This is an optimization exercise on Yosys and OpenROAD, whose aim is small area, a short achievable clock period and few clock cycles per item, not a production implementation. At most, simulation tests tie the RTL to the original design; equivalence was not proved. Only the layout flow was run in run 1; the RTL was not checked for function there.

## flow/design.v (module list and top-level ports; edited modules follow where they fit)
// module material_eval: 2917 lines
// module phase_count: 369 lines
// module taper_blend: 1759 lines
// module eval_control: 57 lines
// module board_eval: 50 lines
module board_eval
#(
   parameter int EVAL_WIDTH = 16                       
)
(
   input  logic                         clk,
   input  logic                         reset,
   input  logic [255:0]                 board_in,
   input  logic                         board_valid,
   input  logic                         attack_done,
   input  logic                         clear_eval,
   output logic signed [EVAL_WIDTH-1:0] eval,
   output logic                         eval_valid
);
  // ...
==> flow/run.sh <==
#!/bin/bash
# synth_recipe.tcl (not shown) runs the flow's synth.tcl, then flattens the netlist and writes it again
# the make line also repeats each setting of config.mk as NAME=value (left out here)
make -C /OpenROAD-flow-scripts/flow DESIGN_CONFIG=/design/flow/config.mk WORK_HOME=/design/flow/orfs CLKGATE_MAP_FILE= SYNTH_SCRIPT=/design/flow/synth_recipe.tcl finish
==> flow/config.mk <==
export PLATFORM = sky130hd
export DESIGN_NAME = board_eval
export DESIGN_NICKNAME = board_eval
export VERILOG_FILES = /design/flow/design.v
export SDC_FILE = /design/flow/constraint.sdc
export NUM_CORES = 4
export LEC_CHECK = 0
export CAP_MARGIN = 20
export CORE_MARGIN = 2
export CORE_UTILIZATION = 40
export SLEW_MARGIN = 20
==> flow/constraint.sdc <==
create_clock -name core_clock -period 7.0 [get_ports {clk}]
set_input_delay 1.4000 -clock core_clock [delete_from_list [all_inputs] [get_ports {clk}]]
set_output_delay 1.4000 -clock core_clock [all_outputs]
set_load 0.01 [all_outputs]
==> summary.md, run 1 <==
| Metric | Value |
|---|---|
| Clock tree skew after final layout | `0.0132 ns` |
| Worst min-delay path category | `reg -> reg` |
| Effective utilization at floorplan | `40.4%` |
| Gr usage total | `23.6%` |
| Number of ordinary and repair buffers in the finished layout | `341` |
| Source of the critical timing path | `u_taper_blend.dig[7]` |
| Critical-path cell list | `buf_4, a22o_1, a221oi_1, xnor2_1, fa_1, fa_1, fa_1, fa_1, ha_1, a2111o_1, o21ai_1, a31oi_4, a22oi_2, o21ai_1, a221oi_2, nand4b_1, or4b_4, and2_4, a31o_1, a221oi_2, xnor2_1` |
| Count of boundary I/O pins | `278` |
| Fraction of synthesized cell area taken by the top area cell type | `34.6%` |
| Starting DRC count in detailed routing | `2221` |
| Total iterations of the first detailed-routing run | `11` |
| Number of nets with antenna violations after detailed routing | `0` |
| Synth unique cells | `74` |
| CTS tree | `done` |
| Root Buffer | `sky130_fd_sc_hd__clkbuf_16` |
| Xor and xnor area share after synthesis | `6.86%` |
| Worst Max-Slew Pin Slew | `0.835 ns` |
| Crit-path max cell delay | `0.58 ns` |
| Unrepaired setup endpoints after global routing | `no` |
| Signal buffers share of area | `8.01%` |
| Area overhead of the layout relative to synthesis | `12.1%` |
| Outcome | `timing/DRC/antenna clean` |
| Post-cts resize count | `0` |
| Count of state elements after synthesis | `173` |
| Wire length of the first global-routing pass | `167000 microns` |
| Fin Setup TNS | `0 ns` |
==> module phase_count, before the edit <==
module phase_count
(
   input  logic                              clk,
   input  logic [board_pkg::BOARD_BITS-1:0]  board,
   output logic [score_pkg::OFF_BITS-1:0]    officers
);
   logic p0;
   logic p1;
   logic p2;
   logic p3;
   logic p4;
   logic p5;
   logic p6;
   logic p7;
   logic p8;
   logic p9;
   logic p10;
   logic p11;
   logic p12;
   logic p13;
   logic p14;
   logic p15;
   logic p16;
   logic p17;
   logic p18;
   logic p19;
   logic p20;
   logic p21;
   logic p22;
   logic p23;
   logic p24;
   logic p25;
   logic p26;
   logic p27;
   logic p28;
   logic p29;
   logic p30;
   logic p31;
   logic p32;
   logic p33;
   logic p34;
   logic p35;
   logic p36;
   logic p37;
   logic p38;
   logic p39;
   logic p40;
   logic p41;
   logic p42;
   logic p43;
   logic p44;
   logic p45;
   logic p46;
   logic p47;
   logic p48;
   logic p49;
   logic p50;
   logic p51;
   logic p52;
   logic p53;
   logic p54;
   logic p55;
   logic p56;
   logic p57;
   logic p58;
   logic p59;
   logic p60;
   logic p61;
   logic p62;
   logic p63;
   logic p64;
   logic p65;
   logic p66;
   logic p67;
   logic p68;
   logic p69;
   logic p70;
   logic p71;
   logic p72;
   logic p73;
   logic p74;
   logic p75;
   logic p76;
   logic p77;
   logic p78;
   logic p79;
   logic p80;
   logic p81;
   logic p82;
   logic p83;
   logic p84;
   logic p85;
   logic p86;
   logic p87;
   logic p88;
   logic p89;
   logic p90;
   logic p91;
   logic p92;
   logic p93;
   logic p94;
   logic p95;
   logic p96;
   logic p97;
   logic p98;
   logic p99;
   logic p100;
   logic p101;
   logic p102;
   logic p103;
   logic p104;
   logic p105;
   logic p106;
   logic p107;
   logic p108;
   logic p109;
   logic p110;
   logic p111;
   logic p112;
   logic p113;
   logic p114;
   logic p115;
   logic p116;
   logic p117;
   logic p118;
   logic p119;
   logic p120;
   logic p121;
   logic p122;
   logic p123;
   logic p124;
   logic p125;
   logic p126;
   logic p127;
   logic p128;
   logic p129;
   logic p130;
   logic p131;
   logic p132;
   logic p133;
   logic p134;
   logic p135;
   logic p136;
   logic p137;
   logic p138;
   logic p139;
   logic p140;
   logic p141;
   logic p142;
   logic p143;
   logic p144;
   logic p145;
   logic p146;
   logic p147;
   logic p148;
   logic p149;
   logic p150;
   logic p151;
   logic p152;
   logic p153;
   logic p154;
   logic p155;
   logic p156;
   logic p157;
   logic p158;
   logic p159;
   logic p160;
   logic p161;
   logic p162;
   logic p163;
   logic p164;
   logic p165;
   logic p166;
   logic p167;
   logic p168;
   logic p169;
   logic p170;
   logic p171;
   logic p172;
   logic p173;
   logic p174;
   logic p175;
   logic p176;
   logic p177;
   logic [10:0] officers_next;
   assign p0 = board[2] | board[1];
   assign p1 = board[6] | board[5];
   assign p2 = board[10] | board[9];
   assign p3 = board[14] | board[13];
   assign p4 = board[18] | board[17];
   assign p5 = board[22] | board[21];
   assign p6 = board[26] | board[25];
   assign p7 = board[30] | board[29];
   assign p8 = board[34] | board[33];
   assign p9 = board[38] | board[37];
   assign p10 = board[42] | board[41];
   assign p11 = board[46] | board[45];
   assign p12 = board[50] | board[49];
   assign p13 = board[54] | board[53];
   assign p14 = board[58] | board[57];
   assign p15 = board[62] | board[61];
   assign p16 = board[66] | board[65];
   assign p17 = board[70] | board[69];
   assign p18 = board[74] | board[73];
   assign p19 = board[78] | board[77];
   assign p20 = board[82] | board[81];
   assign p21 = board[86] | board[85];
   assign p22 = board[90] | board[89];
   assign p23 = board[94] | board[93];
   assign p24 = board[98] | board[97];
   assign p25 = board[102] | board[101];
   assign p26 = board[106] | board[105];
   assign p27 = board[110] | board[109];
   assign p28 = board[114] | board[113];
   assign p29 = board[118] | board[117];
   assign p30 = board[122] | board[121];
   assign p31 = board[126] | board[125];
   assign p32 = board[130] | board[129];
   assign p33 = board[134] | board[133];
   assign p34 = board[138] | board[137];
   assign p35 = board[142] | board[141];
   assign p36 = board[146] | board[145];
   assign p37 = board[150] | board[149];
   assign p38 = board[154] | board[153];
   assign p39 = board[158] | board[157];
   assign p40 = board[162] | board[161];
   assign p41 = board[166] | board[165];
   assign p42 = board[170] | board[169];
   assign p43 = board[174] | board[173];
   assign p44 = board[178] | board[177];
   assign p45 = board[182] | board[181];
   assign p46 = board[186] | board[185];
   assign p47 = board[190] | board[189];
   assign p48 = board[194] | board[193];
   assign p49 = board[198] | board[197];
   assign p50 = board[202] | board[201];
   assign p51 = board[206] | board[205];
   assign p52 = board[210] | board[209];
   assign p53 = board[214] | board[213];
   assign p54 = board[218] | board[217];
   assign p55 = board[222] | board[221];
   assign p56 = board[226] | board[225];
   assign p57 = board[230] | board[229];
   assign p58 = board[234] | board[233];
   assign p59 = board[238] | board[237];
   assign p60 = board[242] | board[241];
   assign p61 = board[246] | board[245];
   assign p62 = board[250] | board[249];
   assign p63 = board[254] | board[253];
   assign p64 = p0 ^ p1 ^ p2;
   assign p65 = (p0 & p1) | (p0 & p2) | (p1 & p2);
   assign p66 = p3 ^ p4 ^ p5;
   assign p67 = (p3 & p4) | (p3 & p5) | (p4 & p5);
   assign p68 = p6 ^ p7 ^ p8;
   assign p69 = (p6 & p7) | (p6 & p8) | (p7 & p8);
   assign p70 = p9 ^ p10 ^ p11;
   assign p71 = (p9 & p10) | (p9 & p11) | (p10 & p11);
   assign p72 = p12 ^ p13 ^ p14;
   assign p73 = (p12 & p13) | (p12 & p14) | (p13 & p14);
   assign p74 = p15 ^ p16 ^ p17;
   assign p75 = (p15 & p16) | (p15 & p17) | (p16 & p17);
   assign p76 = p18 ^ p19 ^ p20;
   assign p77 = (p18 & p19) | (p18 & p20) | (p19 & p20);
   assign p78 = p21 ^ p22 ^ p23;
   assign p79 = (p21 & p22) | (p21 & p23) | (p22 & p23);
   assign p80 = p24 ^ p25 ^ p26;
   assign p81 = (p24 & p25) | (p24 & p26) | (p25 & p26);
   assign p82 = p27 ^ p28 ^ p29;
   assign p83 = (p27 & p28) | (p27 & p29) | (p28 & p29);
   assign p84 = p30 ^ p31 ^ p32;
   assign p85 = (p30 & p31) | (p30 & p32) | (p31 & p32);
   assign p86 = p33 ^ p34 ^ p35;
   assign p87 = (p33 & p34) | (p33 & p35) | (p34 & p35);
   assign p88 = p36 ^ p37 ^ p38;
   assign p89 = (p36 & p37) | (p36 & p38) | (p37 & p38);
   assign p90 = p39 ^ p40 ^ p41;
   assign p91 = (p39 & p40) | (p39 & p41) | (p40 & p41);
   assign p92 = p42 ^ p43 ^ p44;
   assign p93 = (p42 & p43) | (p42 & p44) | (p43 & p44);
   assign p94 = p45 ^ p46 ^ p47;
   assign p95 = (p45 & p46) | (p45 & p47) | (p46 & p47);
   assign p96 = p48 ^ p49 ^ p50;
   assign p97 = (p48 & p49) | (p48 & p50) | (p49 & p50);
   assign p98 = p51 ^ p52 ^ p53;
   assign p99 = (p51 & p52) | (p51 & p53) | (p52 & p53);
   assign p100 = p54 ^ p55 ^ p56;
   assign p101 = (p54 & p55) | (p54 & p56) | (p55 & p56);
   assign p102 = p57 ^ p58 ^ p59;
   assign p103 = (p57 & p58) | (p57 & p59) | (p58 & p59);
   assign p104 = p60 ^ p61 ^ p62;
   assign p105 = (p60 & p61) | (p60 & p62) | (p61 & p62);
   assign p106 = p63 ^ p64 ^ p66;
   assign p107 = (p63 & p64) | (p63 & p66) | (p64 & p66);
   assign p108 = p68 ^ p70 ^ p72;
   assign p109 = (p68 & p70) | (p68 & p72) | (p70 & p72);
   assign p110 = p74 ^ p76 ^ p78;
   assign p111 = (p74 & p76) | (p74 & p78) | (p76 & p78);
   assign p112 = p80 ^ p82 ^ p84;
   assign p113 = (p80 & p82) | (p80 & p84) | (p82 & p84);
   assign p114 = p86 ^ p88 ^ p90;
   assign p115 = (p86 & p88) | (p86 & p90) | (p88 & p90);
   assign p116 = p92 ^ p94 ^ p96;
   assign p117 = (p92 & p94) | (p92 & p96) | (p94 & p96);
   assign p118 = p98 ^ p100 ^ p102;
   assign p119 = (p98 & p100) | (p98 & p102) | (p100 & p102);
   assign p120 = p104 ^ p106 ^ p108;
   assign p121 = (p104 & p106) | (p104 & p108) | (p106 & p108);
   assign p122 = p110 ^ p112 ^ p114;
   assign p123 = (p110 & p112) | (p110 & p114) | (p112 & p114);
   assign p124 = p116 ^ p118 ^ p120;
   assign p125 = (p116 & p118) | (p116 & p120) | (p118 & p120);
   assign p126 = p65 ^ p67 ^ p69;
   assign p127 = (p65 & p67) | (p65 & p69) | (p67 & p69);
   assign p128 = p71 ^ p73 ^ p75;
   assign p129 = (p71 & p73) | (p71 & p75) | (p73 & p75);
   assign p130 = p77 ^ p79 ^ p81;
   assign p131 = (p77 & p79) | (p77 & p81) | (p79 & p81);
   assign p132 = p83 ^ p85 ^ p87;
   assign p133 = (p83 & p85) | (p83 & p87) | (p85 & p87);
   assign p134 = p89 ^ p91 ^ p93;
   assign p135 = (p89 & p91) | (p89 & p93) | (p91 & p93);
   assign p136 = p95 ^ p97 ^ p99;
   assign p137 = (p95 & p97) | (p95 & p99) | (p97 & p99);
   assign p138 = p101 ^ p103 ^ p105;
   assign p139 = (p101 & p103) | (p101 & p105) | (p103 & p105);
   assign p140 = p107 ^ p109 ^ p111;
   assign p141 = (p107 & p109) | (p107 & p111) | (p109 & p111);
   assign p142 = p113 ^ p115 ^ p117;
   assign p143 = (p113 & p115) | (p113 & p117) | (p115 & p117);
   assign p144 = p119 ^ p126 ^ p128;
   assign p145 = (p119 & p126) | (p119 & p128) | (p126 & p128);
   assign p146 = p130 ^ p132 ^ p134;
   assign p147 = (p130 & p132) | (p130 & p134) | (p132 & p134);
   assign p148 = p136 ^ p138 ^ p121;
   assign p149 = (p136 & p138) | (p136 & p121) | (p138 & p121);
   assign p150 = p123 ^ p140 ^ p142;
   assign p151 = (p123 & p140) | (p123 & p142) | (p140 & p142);
   assign p152 = p144 ^ p146 ^ p125;
   assign p153 = (p144 & p146) | (p144 & p125) | (p146 & p125);
   assign p154 = p148 ^ p150;
   assign p155 = p148 & p150;
   assign p156 = p127 ^ p129 ^ p131;
   assign p157 = (p127 & p129) | (p127 & p131) | (p129 & p131);
   assign p158 = p133 ^ p135 ^ p137;
   assign p159 = (p133 & p135) | (p133 & p137) | (p135 & p137);
   assign p160 = p139 ^ p141 ^ p143;
   assign p161 = (p139 & p141) | (p139 & p143) | (p141 & p143);
   assign p162 = p145 ^ p147 ^ p156;
   assign p163 = (p145 & p147) | (p145 & p156) | (p147 & p156);
   assign p164 = p158 ^ p149 ^ p151;
   assign p165 = (p158 & p149) | (p158 & p151) | (p149 & p151);
   assign p166 = p160 ^ p162 ^ p153;
   assign p167 = (p160 & p162) | (p160 & p153) | (p162 & p153);
   assign p168 = p155 ^ p164;
   assign p169 = p155 & p164;
   assign p170 = p157 ^ p159 ^ p161;
   assign p171 = (p157 & p159) | (p157 & p161) | (p159 & p161);
   assign p172 = p163 ^ p165 ^ p170;
   assign p173 = (p163 & p165) | (p163 & p170) | (p165 & p170);
   assign p174 = p167 ^ p169;
   assign p175 = p167 & p169;
   assign p176 = p171 ^ p173;
   assign p177 = p171 & p173;
   assign officers_next = {p177, p176, p175, p174, p172, p168, p166, p154, p152, p124, p122};
   always_ff @(posedge clk)
   begin
      officers <= officers_next;
   end
endmodule
==> inputs of run 2 (changes only) <==
--- a/flow/design.v
+++ b/flow/design.v
@@ -7,18 +7,18 @@
    localparam logic [2:0] QUEEN  = 3'd5;
    localparam logic [2:0] KING   = 3'd6;
    localparam int SQUARE_BITS = 4;
    localparam int NUM_SQUARES = 64;    
    localparam int BOARD_BITS  = SQUARE_BITS * NUM_SQUARES;
 endpackage
 package score_pkg;
    localparam int PHASE_MAX = 62;      
-   localparam int CNT_BITS = 66;
-   localparam int OFF_BITS = 11;
+   localparam int CNT_BITS = 42;
+   localparam int OFF_BITS = 7;
 endpackage
 `timescale 1ns/1ps
 module material_eval
 (
    input  logic                                 clk,
    input  logic [board_pkg::BOARD_BITS-1:0]     board,
    output logic [score_pkg::CNT_BITS-1:0]       cnt
 );
@@ -899,16 +899,19 @@
    logic m874;
    logic m875;
    logic m876;
    logic m877;
    logic m878;
    logic m879;
    logic m880;
    logic m881;
+   logic [6:0] cnt_h1_cs_s;
+   logic [6:0] cnt_h1_cs_c;
+   logic [6:0] cnt_h1;
    logic m882;
    logic m883;
    logic m884;
    logic m885;
    logic m886;
    logic m887;
    logic m888;
    logic m889;
@@ -1013,16 +1016,19 @@
    logic m988;
    logic m989;
    logic m990;
    logic m991;
    logic m992;
    logic m993;
    logic m994;
    logic m995;
+   logic [6:0] cnt_h2_cs_s;
+   logic [6:0] cnt_h2_cs_c;
+   logic [6:0] cnt_h2;
    logic m996;
    logic m997;
    logic m998;
    logic m999;
    logic m1000;
    logic m1001;
    logic m1002;
    logic m1003;
@@ -1127,16 +1133,19 @@
    logic m1102;
    logic m1103;
    logic m1104;
    logic m1105;
    logic m1106;
    logic m1107;
    logic m1108;
    logic m1109;
+   logic [6:0] cnt_h3_cs_s;
+   logic [6:0] cnt_h3_cs_c;
+   logic [6:0] cnt_h3;
    logic m1110;
    logic m1111;
    logic m1112;
    logic m1113;
    logic m1114;
    logic m1115;
    logic m1116;
    logic m1117;
@@ -1241,16 +1250,19 @@
    logic m1216;
    logic m1217;
    logic m1218;
    logic m1219;
    logic m1220;
    logic m1221;
    logic m1222;
    logic m1223;
+   logic [6:0] cnt_h4_cs_s;
+   logic [6:0] cnt_h4_cs_c;
+   logic [6:0] cnt_h4;
    logic m1224;
    logic m1225;
    logic m1226;
    logic m1227;
    logic m1228;
    logic m1229;
    logic m1230;
    logic m1231;
@@ -1355,16 +1367,19 @@
    logic m1330;
    logic m1331;
    logic m1332;
    logic m1333;
    logic m1334;
    logic m1335;
    logic m1336;
    logic m1337;
+   logic [6:0] cnt_h5_cs_s;
+   logic [6:0] cnt_h5_cs_c;
+   logic [6:0] cnt_h5;
    logic m1338;
    logic m1339;
    logic m1340;
    logic m1341;
    logic m1342;
    logic m1343;
    logic m1344;
    logic m1345;
@@ -1469,17 +1484,20 @@
    logic m1444;
    logic m1445;
    logic m1446;
    logic m1447;
    logic m1448;
    logic m1449;
    logic m1450;
    logic m1451;
-   logic [65:0] cnt_next;
+   logic [6:0] cnt_nh6_cs_s;
+   logic [6:0] cnt_nh6_cs_c;
+   logic [6:0] cnt_nh6;
+   logic [41:0] cnt_next;
    assign m0 = board[0] & ~board[1] & ~board[2];
    assign m1 = ~board[0] & board[1] & ~board[2];
    assign m2 = board[0] & board[1] & ~board[2];
    assign m3 = ~board[0] & ~board[1] & board[2];
    assign m4 = board[0] & ~board[1] & board[2];
    assign m5 = (board[0] | board[1] | board[2]) & ~(board[2] & board[1]);
    assign m6 = board[3] ? (m5 & ~m0) : m0;
    assign m7 = board[3] ? (m5 & ~m1) : m1;
@@ -2352,16 +2370,19 @@
    assign m874 = m861 ^ m863 ^ m865;
    assign m875 = (m861 & m863) | (m861 & m865) | (m863 & m865);
    assign m876 = m867 ^ m869 ^ m874;
    assign m877 = (m867 & m869) | (m867 & m874) | (m869 & m874);
    assign m878 = m871 ^ m873;
    assign m879 = m871 & m873;
    assign m880 = m875 ^ m877;
    assign m881 = m875 & m877;
+   assign cnt_h1_cs_s = {1'b0, m881, m879, m876, m870, m856, m826};
+   assign cnt_h1_cs_c = {1'b0, 1'b0, m880, m878, m872, m858, m828};
+   assign cnt_h1 = cnt_h1_cs_s + cnt_h1_cs_c;
    assign m882 = m7 ^ m19 ^ m31;
    assign m883 = (m7 & m19) | (m7 & m31) | (m19 & m31);
    assign m884 = m43 ^ m55 ^ m67;
    assign m885 = (m43 & m55) | (m43 & m67) | (m55 & m67);
    assign m886 = m79 ^ m91 ^ m103;
    assign m887 = (m79 & m91) | (m79 & m103) | (m91 & m103);
    assign m888 = m115 ^ m127 ^ m139;
    assign m889 = (m115 & m127) | (m115 & m139) | (m127 & m139);
@@ -2466,16 +2487,19 @@
    assign m988 = m975 ^ m977 ^ m979;
    assign m989 = (m975 & m977) | (m975 & m979) | (m977 & m979);
    assign m990 = m981 ^ m983 ^ m988;
    assign m991 = (m981 & m983) | (m981 & m988) | (m983 & m988);
    assign m992 = m985 ^ m987;
    assign m993 = m985 & m987;
    assign m994 = m989 ^ m991;
    assign m995 = m989 & m991;
+   assign cnt_h2_cs_s = {1'b0, m995, m993, m990, m984, m970, m940};
+   assign cnt_h2_cs_c = {1'b0, 1'b0, m994, m992, m986, m972, m942};
+   assign cnt_h2 = cnt_h2_cs_s + cnt_h2_cs_c;
    assign m996 = m8 ^ m20 ^ m32;
    assign m997 = (m8 & m20) | (m8 & m32) | (m20 & m32);
    assign m998 = m44 ^ m56 ^ m68;
    assign m999 = (m44 & m56) | (m44 & m68) | (m56 & m68);
    assign m1000 = m80 ^ m92 ^ m104;
    assign m1001 = (m80 & m92) | (m80 & m104) | (m92 & m104);
    assign m1002 = m116 ^ m128 ^ m140;
    assign m1003 = (m116 & m128) | (m116 & m140) | (m128 & m140);
@@ -2580,16 +2604,19 @@
    assign m1102 = m1089 ^ m1091 ^ m1093;
    assign m1103 = (m1089 & m1091) | (m1089 & m1093) | (m1091 & m1093);
    assign m1104 = m1095 ^ m1097 ^ m1102;
    assign m1105 = (m1095 & m1097) | (m1095 & m1102) | (m1097 & m1102);
    assign m1106 = m1099 ^ m1101;
    assign m1107 = m1099 & m1101;
    assign m1108 = m1103 ^ m1105;
    assign m1109 = m1103 & m1105;
+   assign cnt_h3_cs_s = {1'b0, m1109, m1107, m1104, m1098, m1084, m1054};
+   assign cnt_h3_cs_c = {1'b0, 1'b0, m1108, m1106, m1100, m1086, m1056};
+   assign cnt_h3 = cnt_h3_cs_s + cnt_h3_cs_c;
    assign m1110 = m9 ^ m21 ^ m33;
    assign m1111 = (m9 & m21) | (m9 & m33) | (m21 & m33);
    assign m1112 = m45 ^ m57 ^ m69;
    assign m1113 = (m45 & m57) | (m45 & m69) | (m57 & m69);
    assign m1114 = m81 ^ m93 ^ m105;
    assign m1115 = (m81 & m93) | (m81 & m105) | (m93 & m105);
    assign m1116 = m117 ^ m129 ^ m141;
    assign m1117 = (m117 & m129) | (m117 & m141) | (m129 & m141);
@@ -2694,16 +2721,19 @@
    assign m1216 = m1203 ^ m1205 ^ m1207;
    assign m1217 = (m1203 & m1205) | (m1203 & m1207) | (m1205 & m1207);
    assign m1218 = m1209 ^ m1211 ^ m1216;
    assign m1219 = (m1209 & m1211) | (m1209 & m1216) | (m1211 & m1216);
    assign m1220 = m1213 ^ m1215;
    assign m1221 = m1213 & m1215;
    assign m1222 = m1217 ^ m1219;
    assign m1223 = m1217 & m1219;
+   assign cnt_h4_cs_s = {1'b0, m1223, m1221, m1218, m1212, m1198, m1168};
+   assign cnt_h4_cs_c = {1'b0, 1'b0, m1222, m1220, m1214, m1200, m1170};
+   assign cnt_h4 = cnt_h4_cs_s + cnt_h4_cs_c;
    assign m1224 = m10 ^ m22 ^ m34;
    assign m1225 = (m10 & m22) | (m10 & m34) | (m22 & m34);
    assign m1226 = m46 ^ m58 ^ m70;
    assign m1227 = (m46 & m58) | (m46 & m70) | (m58 & m70);
    assign m1228 = m82 ^ m94 ^ m106;
    assign m1229 = (m82 & m94) | (m82 & m106) | (m94 & m106);
    assign m1230 = m118 ^ m130 ^ m142;
    assign m1231 = (m118 & m130) | (m118 & m142) | (m130 & m142);
@@ -2808,16 +2838,19 @@
    assign m1330 = m1317 ^ m1319 ^ m1321;
    assign m1331 = (m1317 & m1319) | (m1317 & m1321) | (m1319 & m1321);
    assign m1332 = m1323 ^ m1325 ^ m1330;
    assign m1333 = (m1323 & m1325) | (m1323 & m1330) | (m1325 & m1330);
    assign m1334 = m1327 ^ m1329;
    assign m1335 = m1327 & m1329;
    assign m1336 = m1331 ^ m1333;
    assign m1337 = m1331 & m1333;
+   assign cnt_h5_cs_s = {1'b0, m1337, m1335, m1332, m1326, m1312, m1282};
+   assign cnt_h5_cs_c = {1'b0, 1'b0, m1336, m1334, m1328, m1314, m1284};
+   assign cnt_h5 = cnt_h5_cs_s + cnt_h5_cs_c;
    assign m1338 = m11 ^ m23 ^ m35;
    assign m1339 = (m11 & m23) | (m11 & m35) | (m23 & m35);
    assign m1340 = m47 ^ m59 ^ m71;
    assign m1341 = (m47 & m59) | (m47 & m71) | (m59 & m71);
    assign m1342 = m83 ^ m95 ^ m107;
    assign m1343 = (m83 & m95) | (m83 & m107) | (m95 & m107);
    assign m1344 = m119 ^ m131 ^ m143;
    assign m1345 = (m119 & m131) | (m119 & m143) | (m131 & m143);
@@ -2922,17 +2955,20 @@
    assign m1444 = m1431 ^ m1433 ^ m1435;
    assign m1445 = (m1431 & m1433) | (m1431 & m1435) | (m1433 & m1435);
    assign m1446 = m1437 ^ m1439 ^ m1444;
    assign m1447 = (m1437 & m1439) | (m1437 & m1444) | (m1439 & m1444);
    assign m1448 = m1441 ^ m1443;
    assign m1449 = m1441 & m1443;
    assign m1450 = m1445 ^ m1447;
    assign m1451 = m1445 & m1447;
-   assign cnt_next = {m1451, m1450, m1449, m1448, m1446, m1442, m1440, m1428, m1426, m1398, m1396, m1337, m1336, m1335, m1334, m1332, m1328, m1326, m1314, m1312, m1284, m1282, m1223, m1222, m1221, m1220, m1218, m1214, m1212, m1200, m1198, m1170, m1168, m1109, m1108, m1107, m1106, m1104, m1100, m1098, m1086, m1084, m1056, m1054, m995, m994, m993, m992, m990, m986, m984, m972, m970, m942, m940, m881, m880, m879, m878, m876, m872, m870, m858, m856, m828, m826};
+   assign cnt_nh6_cs_s = {1'b0, m1451, m1449, m1446, m1440, m1426, m1396};
+   assign cnt_nh6_cs_c = {1'b0, 1'b0, m1450, m1448, m1442, m1428, m1398};
+   assign cnt_nh6 = cnt_nh6_cs_s + cnt_nh6_cs_c;
+   assign cnt_next = {cnt_nh6[6], cnt_nh6[5], cnt_nh6[4], cnt_nh6[3], cnt_nh6[2], cnt_nh6[1], cnt_nh6[0], cnt_h5[6], cnt_h5[5], cnt_h5[4], cnt_h5[3], cnt_h5[2], cnt_h5[1], cnt_h5[0], cnt_h4[6], cnt_h4[5], cnt_h4[4], cnt_h4[3], cnt_h4[2], cnt_h4[1], cnt_h4[0], cnt_h3[6], cnt_h3[5], cnt_h3[4], cnt_h3[3], cnt_h3[2], cnt_h3[1], cnt_h3[0], cnt_h2[6], cnt_h2[5], cnt_h2[4], cnt_h2[3], cnt_h2[2], cnt_h2[1], cnt_h2[0], cnt_h1[6], cnt_h1[5], cnt_h1[4], cnt_h1[3], cnt_h1[2], cnt_h1[1], cnt_h1[0]};
    always_ff @(posedge clk)
    begin
       cnt <= cnt_next;
    end
 endmodule
 `timescale 1ns/1ps
 module phase_count
 (
@@ -3113,17 +3149,20 @@
    logic p170;
    logic p171;
    logic p172;
    logic p173;
    logic p174;
    logic p175;
    logic p176;
    logic p177;
-   logic [10:0] officers_next;
+   logic [6:0] ocnt_cs_s;
+   logic [6:0] ocnt_cs_c;
+   logic [6:0] ocnt;
+   logic [6:0] officers_next;
    assign p0 = board[2] | board[1];
    assign p1 = board[6] | board[5];
    assign p2 = board[10] | board[9];
    assign p3 = board[14] | board[13];
    assign p4 = board[18] | board[17];
    assign p5 = board[22] | board[21];
    assign p6 = board[26] | board[25];
    assign p7 = board[30] | board[29];
@@ -3292,17 +3331,20 @@
    assign p170 = p157 ^ p159 ^ p161;
    assign p171 = (p157 & p159) | (p157 & p161) | (p159 & p161);
    assign p172 = p163 ^ p165 ^ p170;
    assign p173 = (p163 & p165) | (p163 & p170) | (p165 & p170);
    assign p174 = p167 ^ p169;
    assign p175 = p167 & p169;
    assign p176 = p171 ^ p173;
    assign p177 = p171 & p173;
-   assign officers_next = {p177, p176, p175, p174, p172, p168, p166, p154, p152, p124, p122};
+   assign ocnt_cs_s = {1'b0, p177, p175, p172, p166, p152, p122};
+   assign ocnt_cs_c = {1'b0, 1'b0, p176, p174, p168, p154, p124};
+   assign ocnt = ocnt_cs_s + ocnt_cs_c;
+   assign officers_next = {ocnt[6], ocnt[5], ocnt[4], ocnt[3], ocnt[2], ocnt[1], ocnt[0]};
    always_ff @(posedge clk)
    begin
       officers <= officers_next;
    end
 endmodule
 `timescale 1ns/1ps
 module taper_blend
 #(
@@ -3314,36 +3356,22 @@
    input  logic [score_pkg::CNT_BITS-1:0] cnt,
    input  logic [score_pkg::OFF_BITS-1:0] officers,
    output logic signed [EVAL_WIDTH-1:0]   eval
 );
    logic [24:0] dig;                     
    logic [15:0] p1;
    logic [17:0] p3;
    logic [16:0] e_sum;
-   logic [6:0] count_h1_cs_s;
-   logic [6:0] count_h1_cs_c;
    logic [6:0] count_h1;
-   logic [6:0] count_h2_cs_s;
-   logic [6:0] count_h2_cs_c;
    logic [6:0] count_h2;
-   logic [6:0] count_h3_cs_s;
-   logic [6:0] count_h3_cs_c;
    logic [6:0] count_h3;
-   logic [6:0] count_h4_cs_s;
-   logic [6:0] count_h4_cs_c;
    logic [6:0] count_h4;
-   logic [6:0] count_h5_cs_s;
-   logic [6:0] count_h5_cs_c;
    logic [6:0] count_h5;
-   logic [6:0] count_nh6_cs_s;
-   logic [6:0] count_nh6_cs_c;
    logic [6:0] count_nh6;
-   logic [6:0] ocount_cs_s;
-   logic [6:0] ocount_cs_c;
    logic [6:0] ocount;
    logic [5:0] phase;
    logic [15:0] p1_next;
    logic [17:0] p3_next;
    logic t0;
    logic t1;
    logic t2;
    logic t3;
@@ -4181,37 +4209,23 @@
    logic t826;
    logic [16:0] y_lo;
    logic [17:0] y_hi0;
    logic [17:0] y_hi1;
    logic [17:0] y_hi2;
    logic t827;
    logic t828;
    logic [15:0] q;
-   assign count_h1_cs_s = {1'b0, cnt[10], cnt[8], cnt[6], cnt[4], cnt[2], cnt[0]};
-   assign count_h1_cs_c = {1'b0, 1'b0, cnt[9], cnt[7], cnt[5], cnt[3], cnt[1]};
-   assign count_h1 = count_h1_cs_s + count_h1_cs_c;
-   assign count_h2_cs_s = {1'b0, cnt[21], cnt[19], cnt[17], cnt[15], cnt[13], cnt[11]};
-   assign count_h2_cs_c = {1'b0, 1'b0, cnt[20], cnt[18], cnt[16], cnt[14], cnt[12]};
-   assign count_h2 = count_h2_cs_s + count_h2_cs_c;
-   assign count_h3_cs_s = {1'b0, cnt[32], cnt[30], cnt[28], cnt[26], cnt[24], cnt[22]};
-   assign count_h3_cs_c = {1'b0, 1'b0, cnt[31], cnt[29], cnt[27], cnt[25], cnt[23]};
-   assign count_h3 = count_h3_cs_s + count_h3_cs_c;
-   assign count_h4_cs_s = {1'b0, cnt[43], cnt[41], cnt[39], cnt[37], cnt[35], cnt[33]};
-   assign count_h4_cs_c = {1'b0, 1'b0, cnt[42], cnt[40], cnt[38], cnt[36], cnt[34]};
-   assign count_h4 = count_h4_cs_s + count_h4_cs_c;
-   assign count_h5_cs_s = {1'b0, cnt[54], cnt[52], cnt[50], cnt[48], cnt[46], cnt[44]};
-   assign count_h5_cs_c = {1'b0, 1'b0, cnt[53], cnt[51], cnt[49], cnt[47], cnt[45]};
-   assign count_h5 = count_h5_cs_s + count_h5_cs_c;
-   assign count_nh6_cs_s = {1'b0, cnt[65], cnt[63], cnt[61], cnt[59], cnt[57], cnt[55]};
-   assign count_nh6_cs_c = {1'b0, 1'b0, cnt[64], cnt[62], cnt[60], cnt[58], cnt[56]};
-   assign count_nh6 = count_nh6_cs_s + count_nh6_cs_c;
-   assign ocount_cs_s = {1'b0, officers[10], officers[8], officers[6], officers[4], officers[2], officers[0]};
-   assign ocount_cs_c = {1'b0, 1'b0, officers[9], officers[7], officers[5], officers[3], officers[1]};
-   assign ocount = ocount_cs_s + ocount_cs_c;
+   assign count_h1 = {cnt[6], cnt[5], cnt[4], cnt[3], cnt[2], cnt[1], cnt[0]};
+   assign count_h2 = {cnt[13], cnt[12], cnt[11], cnt[10], cnt[9], cnt[8], cnt[7]};
+   assign count_h3 = {cnt[20], cnt[19], cnt[18], cnt[17], cnt[16], cnt[15], cnt[14]};
+   assign count_h4 = {cnt[27], cnt[26], cnt[25], cnt[24], cnt[23], cnt[22], cnt[21]};
+   assign count_h5 = {cnt[34], cnt[33], cnt[32], cnt[31], cnt[30], cnt[29], cnt[28]};
+   assign count_nh6 = {cnt[41], cnt[40], cnt[39], cnt[38], cnt[37], cnt[36], cnt[35]};
+   assign ocount = officers;
    assign phase = (ocount > 7'd62) ? 6'd62 : ocount[5:0];
    assign p1_next = {phase, 10'd0} + {5'd0, phase, 5'd0} + {10'd0, phase};
    assign p3_next = {1'b0, p1_next, 1'b0} + {2'b0, p1_next};
    assign t0 = ~(count_h4[1] ^ count_h5[1]);
    assign t1 = count_h4[1] | count_h5[1];
    assign t2 = ~(count_h1[0] ^ count_h3[0]);
    assign t3 = count_h1[0] | count_h3[0];
    assign t4 = ~count_h4[0] ^ count_h4[2] ^ count_h5[2];
==> flow/flow/run.sh (new file) <==
#!/bin/bash
# The standard layout, except that the input and output ports are buffered with
# buf_2 cells (buffer_ports otherwise picks a slow delay buffer for every port).
set -euo pipefail
bash standard.sh finish BUFFER_PORTS_ARGS="-buffer_cell sky130_fd_sc_hd__buf_2" > standard_flow.log 2>&1
==> flow/standard.sh (new file) <==
#!/bin/bash
# synth_recipe.tcl (not shown) runs the flow's synth.tcl, then flattens the netlist and writes it again
# the make line also repeats each setting of config.mk as NAME=value (left out here)
make -C /OpenROAD-flow-scripts/flow DESIGN_CONFIG=/design/flow/config.mk WORK_HOME=/design/flow/orfs CLKGATE_MAP_FILE= SYNTH_SCRIPT=/design/flow/synth_recipe.tcl "${@:-finish}"
removed: flow/run.sh
==> summary.md, run 2 <==
| Metric | Value |
|---|---|
| Count of endpoints failing setup in the final report | `0 (unchanged)` |
| Number of nets with antenna violations after detailed routing | `0 (unchanged)` |
| Maximum clock path buffer count | `2 (unchanged)` |
| Met1 track utilization from global routing | `30.0% (was 29.3%)` |
| Worst min-delay path category | `reg -> reg (unchanged)` |
| Via count | `29508 (was 29061)` |
| Number of antenna violations at the first check in global routing | `22 (was 14)` |
| Setup slack at placement | `0.286 ns (was 0.173 ns)` |
| Post-route cell area | `39100 sq um (was 40600 sq um)` |
| Routability cong. | `1.01 (was 0.963)` |
| Wire length of the first global-routing pass | `170000 microns (was 167000 microns)` |
| Number of buffers inserted during clock tree synthesis | `17 (unchanged)` |
| Fraction of synthesized cell area taken by the top area cell type | `34.7% (was 34.6%)` |
| Synth unique cells | `79 (was 74)` |
| Count of port buffers added during placement | `277 (unchanged)` |
| Portion of the clock cycle consumed by the worst path in the final layout | `95.3% (was 95.9%)` |
| Critical path data arrival time | `6.88 ns (was 6.93 ns)` |
| Global routing met2 resource utilization | `41.1% (was 42.0%)` |
| Ratio of cells with drive above 1 in the final layout | `9.45% (was 3.87%)` |
| Post-synth net total | `5404 (was 5410)` |
| Final critical delay including setup and external delays | `6.67 ns (was 6.71 ns)` |
| Vias in the first global route | `29218 (was 28773)` |
| Maximum Capacitance Violations | `0 (unchanged)` |
| Area overhead of the layout relative to synthesis | `8.08% (was 12.1%)` |
| Max Freq | `150 MHz (was 149 MHz)` |
| Effective utilization at floorplan | `40.3% (was 40.4%)` |
| Htree depth | `4 (unchanged)` |
| Worst path setup slack after routing | `0.327 ns (was 0.286 ns)` |
| Outcome | `timing/DRC/antenna clean (unchanged)` |
| Final Max Tran Viols | `0 (unchanged)` |
| Startpoint type of the worst setup path | `flip-flop (unchanged)` |
| Most used cells in the layout excluding fill and tap cells | `sky130_fd_sc_hd__inv_1, sky130_fd_sc_hd__fa_1, sky130_fd_sc_hd__a21oi_1 (unchanged)` |
| Area of the core | `89900 sq um (unchanged)` |
| Fin Setup TNS | `0 ns (unchanged)` |
| Starting DRC count in detailed routing | `2234 (was 2221)` |
| Count of state elements after synthesis | `145 (was 173)` |
| Post-synthesis mux area share | `0.968% (was 0.228%)` |
| Quantity of hold-fixing buffers added after cts | `0 (unchanged)` |
| Post-layout nets | `5504 (was 5520)` |
| Placed standard-cell area | `38500 sq um (was 40100 sq um)` |
| Residual DRC count | `0 (unchanged)` |
| Critical setup path kind | `reg -> reg (unchanged)` |
| Clock-pin transition on the worst setup and hold timing paths | `0.07 ns (about the same)` |
| Total clock sinks | `145 (was 173)` |
| Sort of element at the end of the critical path | `flip-flop (unchanged)` |
| Compound-gate portion of the synthesized area | `17.8% (was 17.7%)` |
| Routed length per placed instance | `19.8 microns (was 19.5 microns)` |
| Largest area contributor in the synthesized netlist | `sky130_fd_sc_hd__fa_1 (unchanged)` |
| Leftover overflow at the end of global routing | `0 (unchanged)` |
| Detailed placement HPWL | `98600 microns (was 96700 microns)` |
| Async set-or-reset flop fraction in the synthesized netlist | `0% (unchanged)` |
| Worst max-slew margin expressed relative to the limit | `49.6% (was 43.9%)` |
| Main combinational cell family by area after synthesis | `adder cells (unchanged)` |
| Largest regs | `u_material_eval.cnt x42, u_taper_blend.dig x24, u_taper_blend.p3 x18 (was u_material_eval.cnt x66, u_taper_blend.dig x24, u_taper_blend.p3 x18)` |
| Xor and xnor area share after synthesis | `6.68% (was 6.86%)` |
| Most common library cell in the layout ignoring fill and taps | `sky130_fd_sc_hd__inv_1 (unchanged)` |
| Clock latency on the worst-skew pair | `0.48 ns (was 0.47 ns)` |
| Floorplan die area | `92900 sq um (was 93100 sq um)` |
| Met3 Resource Use GR | `4.30% (was 2.36%)` |
| Post-synthesis simple-gate area fraction | `11.7% (was 11.5%)` |
| Total number of placement rows | `110 (unchanged)` |
| Global routing's busiest layer | `met2 (unchanged)` |
| Seq/Total Area, Yosys | `8.46% (was 9.99%)` |
| Clock tree skew after final layout | `0.0241 ns (was 0.0132 ns)` |
| Count of flip-flops with a built-in enable after synthesis | `16 (unchanged)` |
| Register with the highest flop count | `u_material_eval.cnt (unchanged)` |
| Commonest cells post-synth | `sky130_fd_sc_hd__inv_1, sky130_fd_sc_hd__fa_1, sky130_fd_sc_hd__a21oi_1 (unchanged)` |
| Number of vias per cell after detailed routing | `5.28 (was 5.19)` |
| CTS tree | `done (unchanged)` |
| Post-Place Cells | `5542 (was 5563)` |
| Worst Max-Slew Pin Slew | `0.757 ns (was 0.835 ns)` |
| Root Buffer | `sky130_fd_sc_hd__clkbuf_16 (unchanged)` |
| Post-synthesis average cell area | `8.44 sq um (about the same)` |
| Post-Layout Cell Count | `5592 (was 5602)` |
| Adder and majority gate portion of the synthesized area | `42.6% (was 42.4%)` |
| Flip-flop count of the largest register after layout | `42 (was 66)` |
| Die width | `305 microns (about the same)` |
| Synthesized instance count | `4288 (was 4296)` |
| Pin count of the biggest net entering global routing | `20 (was 30)` |
| Worst Path Max Fanout | `7 (was 17)` |
| Final Hold Viols | `0 (unchanged)` |
| Count of boundary I/O pins | `278 (unchanged)` |
| Height of the die | `305 microns (about the same)` |
| Gr usage total | `24.0% (was 23.6%)` |
| Synth top area cells | `sky130_fd_sc_hd__fa_1, sky130_fd_sc_hd__inv_1, sky130_fd_sc_hd__ha_1, sky130_fd_sc_hd__dfxtp_1, sky130_fd_sc_hd__xnor2_1 (was sky130_fd_sc_hd__fa_1, sky130_fd_sc_hd__inv_1, sky130_fd_sc_hd__dfxtp_1, sky130_fd_sc_hd__ha_1, sky130_fd_sc_hd__xnor2_1)` |
| Total Routed Length | `111000 microns (was 109000 microns)` |
| Total iterations of the first detailed-routing run | `6 (was 11)` |
| Leading cell type by number of instances after synthesis | `sky130_fd_sc_hd__inv_1 (unchanged)` |
| Worst endpoint required time | `7.21 ns (about the same)` |
| Number of warnings printed during yosys synthesis | `4 (unchanged)` |
| Cell area after synthesis | `36200 sq um (was 36300 sq um)` |
| Post-synth top flop | `sky130_fd_sc_hd__dfxtp_1 (unchanged)` |
run 2: cell types whose count changed after synthesis, sizes merged, moves of 32 or more:
cell / change
o21ai: -99
nand2: -79
nor3: +61
inv: +52
nor2: +42
o32a: +35
o32ai: +33
a211oi: +32
run 2: worst max-delay path: stages (launching register included):
cell                       delay [ns]
sky130_fd_sc_hd__dfxtp_1         0.38
sky130_fd_sc_hd__a22o_1          0.22
sky130_fd_sc_hd__a221oi_1        0.35
sky130_fd_sc_hd__xnor2_1         0.16
sky130_fd_sc_hd__fa_1            0.48
sky130_fd_sc_hd__fa_1            0.52
sky130_fd_sc_hd__inv_1           0.05
sky130_fd_sc_hd__fa_1            0.36
sky130_fd_sc_hd__inv_1           0.08
sky130_fd_sc_hd__fa_1            0.43
sky130_fd_sc_hd__ha_1            0.26
sky130_fd_sc_hd__fa_1            0.43
sky130_fd_sc_hd__a21o_1          0.24
sky130_fd_sc_hd__a221oi_4        0.34
sky130_fd_sc_hd__buf_4           0.18
sky130_fd_sc_hd__o2111a_1        0.19
sky130_fd_sc_hd__o22ai_1         0.07
sky130_fd_sc_hd__o211ai_2        0.12
sky130_fd_sc_hd__and4_1          0.27
sky130_fd_sc_hd__nor4b_4         0.35
sky130_fd_sc_hd__nor2_1          0.10
sky130_fd_sc_hd__a221o_1         0.38
sky130_fd_sc_hd__a32o_1          0.31
sky130_fd_sc_hd__xor2_1          0.13
run 2: cell type report:
type | instances | area [sq um]
diodes | 15 | 37.5
clock buffers | 18 | 439
clock inverters | 14 | 119
fillers | 9061 | 50700
inverters | 892 | 3350
multi-input cells | 3003 | 28900
flip-flops and latches | 145 | 3060
well taps | 1176 | 1470
repair buffers | 329 | 1780
run 2: cell families after synthesis:
kind of cell,count (synthesis)
AOI/OAI and AO/OA,956
xor gates and xnor gates,276
adders and majority gates,856
buffers and inverters,1140
DFF,145
muxes,34
other,1
and+or+nand+nor,880
run 2: final timing paths:
kind         cells past startpoint                     start                     to  slack (ns)
max reg2reg                     23     u_taper_blend.dig[17]  u_taper_blend.eval[4]        0.33
max                             23     u_taper_blend.dig[17]  u_taper_blend.eval[4]        0.33
min                              1  u_eval_control.capture_d    u_eval_control.load        0.44
min reg2reg                      1  u_eval_control.capture_d    u_eval_control.load        0.44
run 2: what timing repair did:
action | in CTS | in global routing
endpoints found under the setup margin | 0 | 6
setup buffers | 0 | 3
gates resized for setup | 0 | 5
run 2: stage by stage:
stage	hold slack, ns	util, %
6_report	0.444	43.5
5_1_grt	0.464	43.5
4_1_cts	0.449	43.4
3_5_place_dp	0.429	42.8
3_3_place_gp	0.416	42.8
2_1_floorplan	0.414	-
run 2: per-layer routing:
metal | wire, microns | vias to the layer above
met4 | 4340 | 12
met2 | 53500 | 930
met3 | 7390 | 175
met1 | 45300 | 14192
met5 | 71 | -
li1 | - | 14199
Testbench counts of run 2, summed over its fixed seeds: cycles 2,048, boards 512.
==> inputs of run 3 (changes only) <==
==> flow/run.sh (new file) <==
#!/bin/bash
# synth_recipe.tcl (not shown) runs the flow's synth.tcl, then flattens the netlist and writes it again
# the make line also repeats each setting of config.mk as NAME=value (left out here)
make -C /OpenROAD-flow-scripts/flow DESIGN_CONFIG=/design/flow/config.mk WORK_HOME=/design/flow/orfs CLKGATE_MAP_FILE= SYNTH_SCRIPT=/design/flow/synth_recipe.tcl finish
removed: flow/flow/run.sh
removed: flow/standard.sh
==> summary.md, run 3 <==
| Metric | Value |
|---|---|
| Final Max Tran Viols | `0 (unchanged)` |
| Post-Layout Cell Count | `5591 (was 5592)` |
| Source of the critical timing path | `u_taper_blend.p1[12] (was u_taper_blend.dig[17])` |
| Cell area after synthesis | `36200 sq um (unchanged)` |
| Vias in the first global route | `29297 (was 29218)` |
| Count of boundary I/O pins | `278 (unchanged)` |
| Post-cts resize count | `0 (unchanged)` |
| Most common library cell in the layout ignoring fill and taps | `sky130_fd_sc_hd__inv_1 (unchanged)` |
| Fin Setup TNS | `0 ns (unchanged)` |
| Largest regs | `u_material_eval.cnt x42, u_taper_blend.dig x24, u_taper_blend.p3 x18 (unchanged)` |
| Storage cell area | `3060 sq um (unchanged)` |
| Post-synthesis mux area share | `0.968% (unchanged)` |
| Effective utilization at floorplan | `40.3% (unchanged)` |
| Number of antenna violations at the first check in global routing | `10 (was 22)` |
| Worst path setup slack after routing | `0.433 ns (was 0.327 ns)` |
| Count of port buffers added during placement | `277 (unchanged)` |
| Residual DRC count | `0 (unchanged)` |
| Post-synth net total | `5404 (unchanged)` |
| Commonest cells post-synth | `sky130_fd_sc_hd__inv_1, sky130_fd_sc_hd__fa_1, sky130_fd_sc_hd__a21oi_1 (unchanged)` |
| R2R Path Start | `u_taper_blend.p1[12] (was u_taper_blend.dig[17])` |
| Ratio of cells with drive above 1 in the final layout | `3.29% (was 9.45%)` |
| Area of the core | `89900 sq um (unchanged)` |
| Maximum clock path buffer count | `2 (unchanged)` |
| Starting DRC count in detailed routing | `2196 (was 2234)` |
| Xor and xnor area share after synthesis | `6.68% (unchanged)` |
| Critical-path cell list | `a22o_1, a221oi_1, xor2_1, fa_1, inv_1, fa_1, inv_1, fa_1, inv_1, fa_1, ha_1, fa_1, a21o_1, a221oi_4, o21ai_1, a221oi_1, o21a_1, xor2_1, buf_4, nor4b_4, xor2_1, nor3_4, a22oi_1, xor2_1 (was a22o_1, a221oi_1, xnor2_1, fa_1, fa_1, inv_1, fa_1, inv_1, fa_1, ha_1, fa_1, a21o_1, a221oi_4, buf_4, o2111a_1, o22ai_1, o211ai_2, and4_1, nor4b_4, nor2_1, a221o_1, a32o_1, xor2_1)` |
| Number of vias per cell after detailed routing | `5.31 (was 5.28)` |
| Max stage delay cell, worst path | `sky130_fd_sc_hd__fa_1 (unchanged)` |
| Placed standard-cell area | `40000 sq um (was 38500 sq um)` |
| Flip-flop count of the largest register after layout | `42 (unchanged)` |
| Floorplan die area | `92900 sq um (unchanged)` |
| Sort of element at the end of the critical path | `flip-flop (unchanged)` |
| Worst Max-Slew Pin Slew | `0.757 ns (about the same)` |
| Async set-or-reset flop fraction in the synthesized netlist | `0% (unchanged)` |
| Final Hold Viols | `0 (unchanged)` |
| Root Buffer | `sky130_fd_sc_hd__clkbuf_16 (unchanged)` |
| Number of warnings printed during yosys synthesis | `4 (unchanged)` |
| Multi-input logic area | `28900 sq um (about the same)` |
| Via count | `29674 (was 29508)` |
| Total Routed Length | `111000 microns (about the same)` |
| Post-Place Cells | `5556 (was 5542)` |
| Worst Path Max Fanout | `10 (was 7)` |
| Post-route cell area | `40500 sq um (was 39100 sq um)` |
| Startpoint type of the worst setup path | `flip-flop (unchanged)` |
| Clock tree skew after final layout | `0.0212 ns (was 0.0241 ns)` |
| CTS tree | `done (unchanged)` |
| Adder and majority gate portion of the synthesized area | `42.6% (unchanged)` |
| Routability cong. | `0.978 (was 1.01)` |
| Number of buffers inserted during clock tree synthesis | `17 (unchanged)` |
| Main combinational cell family by area after synthesis | `adder cells (unchanged)` |
| Number of nets with antenna violations after detailed routing | `0 (unchanged)` |
| Maximum Capacitance Violations | `0 (unchanged)` |
| Portion of the clock cycle consumed by the worst path in the final layout | `93.8% (was 95.3%)` |
| Count of state elements after synthesis | `145 (unchanged)` |
| Post-synthesis average cell area | `8.44 sq um (unchanged)` |
| Wire length of the first global-routing pass | `172000 microns (was 170000 microns)` |
| Count of flip-flops with a built-in enable after synthesis | `16 (unchanged)` |
| Critical setup path kind | `reg -> reg (unchanged)` |
| Unrepaired setup endpoints after global routing | `no` |
| Htree depth | `4 (unchanged)` |
| Largest area contributor in the synthesized netlist | `sky130_fd_sc_hd__fa_1 (unchanged)` |
| Fraction of synthesized cell area taken by the top area cell type | `34.7% (unchanged)` |
| Area overhead of the layout relative to synthesis | `12.0% (was 8.08%)` |
| Setup slack at placement | `0.367 ns (was 0.286 ns)` |
| Post-layout nets | `5515 (was 5504)` |
| Die width | `305 microns (unchanged)` |
| Leftover overflow at the end of global routing | `0 (unchanged)` |
| Post-synth top flop | `sky130_fd_sc_hd__dfxtp_1 (unchanged)` |
| Source of the worst hold timing path | `u_eval_control.capture_d (unchanged)` |
| Final critical delay including setup and external delays | `6.57 ns (was 6.67 ns)` |
| Register with the highest flop count | `u_material_eval.cnt (unchanged)` |
| Total iterations of the first detailed-routing run | `10 (was 6)` |
| Max Freq | `152 MHz (was 150 MHz)` |
| Most Frequent Cell on Critical Path | `sky130_fd_sc_hd__fa_1 (unchanged)` |
| Count of endpoints failing setup in the final report | `0 (unchanged)` |
| Compound-gate portion of the synthesized area | `17.8% (unchanged)` |
| Total number of placement rows | `110 (unchanged)` |
| Height of the die | `305 microns (unchanged)` |
| Fill cell total of the finished layout | `8818 (was 9061)` |
| Worst max-slew margin expressed relative to the limit | `49.4% (was 49.6%)` |
| Clock-pin transition on the worst setup and hold timing paths | `0.08 ns (was 0.07 ns)` |
| Buffers inserted by post-CTS timing repair | `0 (unchanged)` |
| Quantity of hold-fixing buffers added after cts | `0 (unchanged)` |
| Detailed placement HPWL | `98800 microns (was 98600 microns)` |
| Worst endpoint required time | `7.22 ns (was 7.21 ns)` |
| Routed length per placed instance | `19.9 microns (was 19.8 microns)` |
| Pin count of the biggest net entering global routing | `20 (unchanged)` |
| Gr usage total | `24.2% (was 24.0%)` |
| Worst min-delay path category | `reg -> reg (unchanged)` |
| Synthesized instance count | `4288 (unchanged)` |
| Crit-path max cell delay | `0.54 ns (was 0.52 ns)` |
| Seq/Total Area, Yosys | `8.46% (unchanged)` |
| Leading cell type by number of instances after synthesis | `sky130_fd_sc_hd__inv_1 (unchanged)` |
| Post-synthesis simple-gate area fraction | `11.7% (unchanged)` |
| Most used cells in the layout excluding fill and tap cells | `sky130_fd_sc_hd__inv_1, sky130_fd_sc_hd__fa_1, sky130_fd_sc_hd__a21oi_1 (unchanged)` |
| Clock latency on the worst-skew pair | `0.49 ns (was 0.48 ns)` |
| Synth unique cells | `79 (unchanged)` |
| Outcome | `timing/DRC/antenna clean (unchanged)` |
| Critical path data arrival time | `6.79 ns (was 6.88 ns)` |
| Synth top area cells | `sky130_fd_sc_hd__fa_1, sky130_fd_sc_hd__inv_1, sky130_fd_sc_hd__ha_1, sky130_fd_sc_hd__dfxtp_1, sky130_fd_sc_hd__xnor2_1 (unchanged)` |
| Total clock sinks | `145 (unchanged)` |
run 3: cell counts after synthesis:
No cell type changed its count.
run 3: per-stage QoR:
stage,hold WS (ns),utilization [%]
global placement,0.420,44.5
global route,0.483,45.1
floorplan,0.414,-
finish,0.452,45.1
detailed placement,0.436,44.5
CTS,0.455,45.1
run 3: metal layers:
metal	vias to the layer above	global-route usage, %	wire [microns]	share of wire [%]
li1	14225	-	-	-
met1	14274	30.2	45900	41
met2	964	40.6	52800	48
met3	199	4.51	6860	6.2
met4	12	11.2	5440	4.9
met5	-	0	80	0.072
run 3: final timing paths:
kind	slack (ns)	end	cells past startpoint
worst max-delay path	0.43	u_taper_blend.eval[6]	24
worst max register to register	0.43	u_taper_blend.eval[6]	24
worst min register to register	0.45	u_eval_control.load	1
worst min-delay path	0.45	u_eval_control.load	1
run 3: worst max-delay path, delay by kind of cell (launching register included):
kind / cells / cell delay [ns]
adders and majority gates: 6 / 2.48
AOI/OAI and AO/OA: 8 / 1.86
and+or+nand+nor: 2 / 0.69
xor gates and xnor gates: 4 / 0.59
DFF: 1 / 0.38
buffers and inverters: 4 / 0.32
run 3: cells by family (layout without fill, tap and decap cells):
group           after synthesis  count (layout)
xor+xnor                    276             276
fa+ha+maj                   856             856
compound gates              956             956
buf+inv                    1140            1264
flops                       145             145
other cells                   1               4
mux                          34              34
simple gates                880             880
run 3: cell type report:
class	count	area share, %
diodes	3	0.0185
clock buffers	18	1.06
clock inverters	14	0.293
inverters	892	8.26
multi-input cells	3003	71.2
flip-flops and latches	145	7.56
well taps	1176	3.63
repair buffers	340	8.01

afterwards: timing with drivers on the ports:
The flow's constraints put no driver on any port. The routed layouts listed below were extracted and timed again, unchanged, in two steps. Step 1, drivers: a clkbuf_16 drives clk and a buf_2 each remaining input, both assumed. Step 2 moves the port delays by t, midway between the first and last clock arrival at a register: inputs arrive t later, outputs are due t later. That takes back most of the time a late clock gives input paths. Slacks: no drivers / after step 1 / after step 2; pairs: no drivers / after step 1.
| run | t, ns | slack for setup (ns) | hold slack, ns | latest minus earliest clock arrival (ns) |
|---|---|---|---|---|
| run 1 | 0.523 | 0.286 / 0.286 / 0.286 | 0.444 / 0.444 / 0.444 | 0.014 / 0.014 |
| run 2 | 0.525 | 0.327 / 0.327 / 0.327 | 0.444 / 0.444 / 0.444 | 0.025 / 0.024 |
| run 3 | 0.545 | 0.433 / 0.433 / 0.349 | 0.452 / 0.452 / 0.452 | 0.022 / 0.022 |
After both steps every run listed still meets setup and hold. For run 3, which loses most, drivers alone change the setup slack by 0.000 ns; drivers and shift together by -0.084 ns.
